This design comes from an exercise in tuning for small area, a short achievable clock period and few clock cycles per item on the open sky130 flow, not from production work. Only simulation tests tie the RTL to the original design; equivalence was not proved. Power is estimated from default activity; no workload was simulated.

== v59 ==
Design alu_exec_unit, start of the top module:
module alu_exec_unit
#(
    parameter int XLEN  = 32,
    parameter int M_EXT = 1
) (
    input  logic            clk,
    input  logic            rst,
    input  logic            flush,
    input  logic            in_valid,
    output logic            in_ready,
    input  logic [1:0]      alu_op,
    input  logic [2:0]      funct3,
    input  logic [6:0]      funct7,
    input  logic [XLEN-1:0] op_a,
    input  logic [XLEN-1:0] op_b,
    output logic            out_valid,
    input  logic            out_ready,
    output logic [XLEN-1:0] result,
    output logic            result_zero
);
    generate
        if (XLEN != 32) begin : g_bad_xlen
            $error("alu_exec_unit: only XLEN = 32 is supported");
        end
    endgenerate
    localparam int c_BASE  = 0;    
    localparam int c_ABSA  = 1;    
    localparam int c_ABSB  = 2;    
    localparam int c_LZC   = 3;    
    localparam int c_SHIFT = 4;    
    localparam int c_DITER = 5;    
    localparam int c_MITER = 6;    
    localparam int c_RES   = 7;    
    localparam int c_CORR  = 8;    
    localparam int c_FIN   = 9;    
    localparam int c_NST   = 10;
    logic             r_xv;        
    logic [c_NST-1:0] r_st;
    logic             r_div;       
    logic             r_quot;      
    logic             r_mul0;      
    logic             r_negb;      
    logic             r_fneg;      
    logic             r_ms;        
    logic             r_corr;      
    logic             r_pb;        
    logic             r_sub;       
    logic             r_mfire;     
    logic             r_rsum, r_rxor, r_ror, r_rand, r_rsh, r_rslt, r_rsltu;
    logic             r_sll, r_sra;
    logic [4:0]       r_cnt;
    logic             r_cy;
    logic [31:0]      r_a;
    logic [31:0]      r_b;
    logic [32:0]      r_s;
    logic [32:0]      r_c;
    logic             r_rv;        
    logic [31:0]      r_res;
    logic [4:0] w_op;
    alu_op_decode #(.M_EXT(M_EXT)) u_decode (
        .alu_op (alu_op),
        .funct3 (funct3),
        .funct7 (funct7),
        .op     (w_op)
    );
    wire w_in_m    = w_op[4];
    wire w_in_div  = w_op[4] && w_op[2];
    wire w_in_quot = w_in_div && !w_op[1];
  ...
Size in the first run: roughly 210 flip-flops, ~120 I/O pins, ~0.027 sq mm of cells after synthesis.
make LEC_CHECK=0 ABC_CLOCK_PERIOD_IN_PS=3000 CAP_MARGIN=20 CORE_MARGIN=2 CORE_UTILIZATION=30 SETUP_SLACK_MARGIN=4.0 SLEW_MARGIN=20 finish   # period 9.0 ns
run.sh (not shown) runs the stock make flow with config.mk's settings and CLKGATE_MAP_FILE= SYNTH_SCRIPT=/design/flow/synth_recipe.tcl, a recipe that flattens the netlist after the stock synthesis.
Testbench counts of v59, summed over its fixed seeds: cycles 24,816, items 9,600.
The following lists how v51 was set up differently from v59:
- SETUP_SLACK_MARGIN now 4.5, was 4.0
==> comparison <==
- v51 vs. v59: post-route non-filler standard cell count went up by 1.6%.
- Compared to v59, v51 has share of the cycle needed by the critical path after routing 4.6 points lower.
- Number of cells traversed by the worst register-to-register path in v51 is 5 higher than in v59
- v51 has completed all stages; timing, DRC and antenna checks passed.
- Delta (v51 minus v59): wire length of the first global-routing pass flat, minimum period implied by the final worst setup slack went down 420 ps, global routing usage on met3 climbed 0.91 points, switching power summed over all nets climbed about 6%.
- Of the two values seen for critical path capture point, r_actl[0] was produced by v51 and r_res[0] by v59.
The following lists how v11 was set up differently from v51:
- changing SETUP_SLACK_MARGIN from 4.5 to 5
Notes after the runs:
Total power consumption of the routed design: v11 > v51. v11 against v51: overall routed net length climbed 7.4%, post-route worst setup slack +71 ps. Of v51 and v11, the run reporting the higher number of fillers in the final layout was v51. Per the comparison of v11 with v51, largest incremental delay on the critical path stayed essentially flat, first-iteration DRC count now larger.

---

alu_exec_unit again, from the RTL that the note above started with.
export LEC_CHECK = 0
export ABC_CLOCK_PERIOD_IN_PS = 4500
export CAP_MARGIN = 20
export CORE_MARGIN = 2
export CORE_UTILIZATION = 30
export SETUP_SLACK_MARGIN = 4.5
export SLEW_MARGIN = 20
create_clock -name core_clock -period 9.0 [get_ports {clk}]
The starting point finished with timing, DRC and antenna clean.
Testbench counts at the start, summed over its fixed seeds: cycles 24,816, items 9,600.
Rerun with:
Settings changed: ABC_CLOCK_PERIOD_IN_PS 4500 to 3000, CORE_UTILIZATION 30 to 45, SETUP_SLACK_MARGIN 4.5 to 4.6.
Outcome:
- The new run finished clean
- sequential cell count is unchanged
- routed wire length rose by a few percent
- core utilization rose by 18 points

-- afterwards: timing with drivers on the ports --
The results above use ideal ports. As a check the final layouts listed here were re-extracted and re-timed, cells and wires unchanged.
Step 1 (the two cells are an assumption about what drives the block):
set clk [get_ports {clk}]
set_driving_cell -lib_cell sky130_fd_sc_hd__clkbuf_16 $clk
set_driving_cell -lib_cell sky130_fd_sc_hd__buf_2 [delete_from_list [all_inputs] $clk]
Step 2 times the ports against the registers' clock, not the clock port: input delays grow and output delays shrink by t, the midpoint of the rising clock arrivals with the driver on.
Slacks: ideal ports / drivers / drivers and shift; pairs: ideal ports / drivers.
run	shift t [ns]	setup WS [ns]	cell pins on the clock port's net
v59	0.655	4.008 / 4.008 / 3.511	1
v51	0.671	4.425 / 4.425 / 3.969	1
v11	0.678	4.496 / 4.496 / 3.989	1
the first run of note 2	0.671	4.425 / 4.425 / 3.969	1
the second run of note 2	0.647	4.520 / 4.520 / 4.062	1
After both steps every run listed still meets setup and hold. For v11, which loses most, drivers alone change the setup slack by 0.000 ns; drivers and shift together by -0.507 ns.
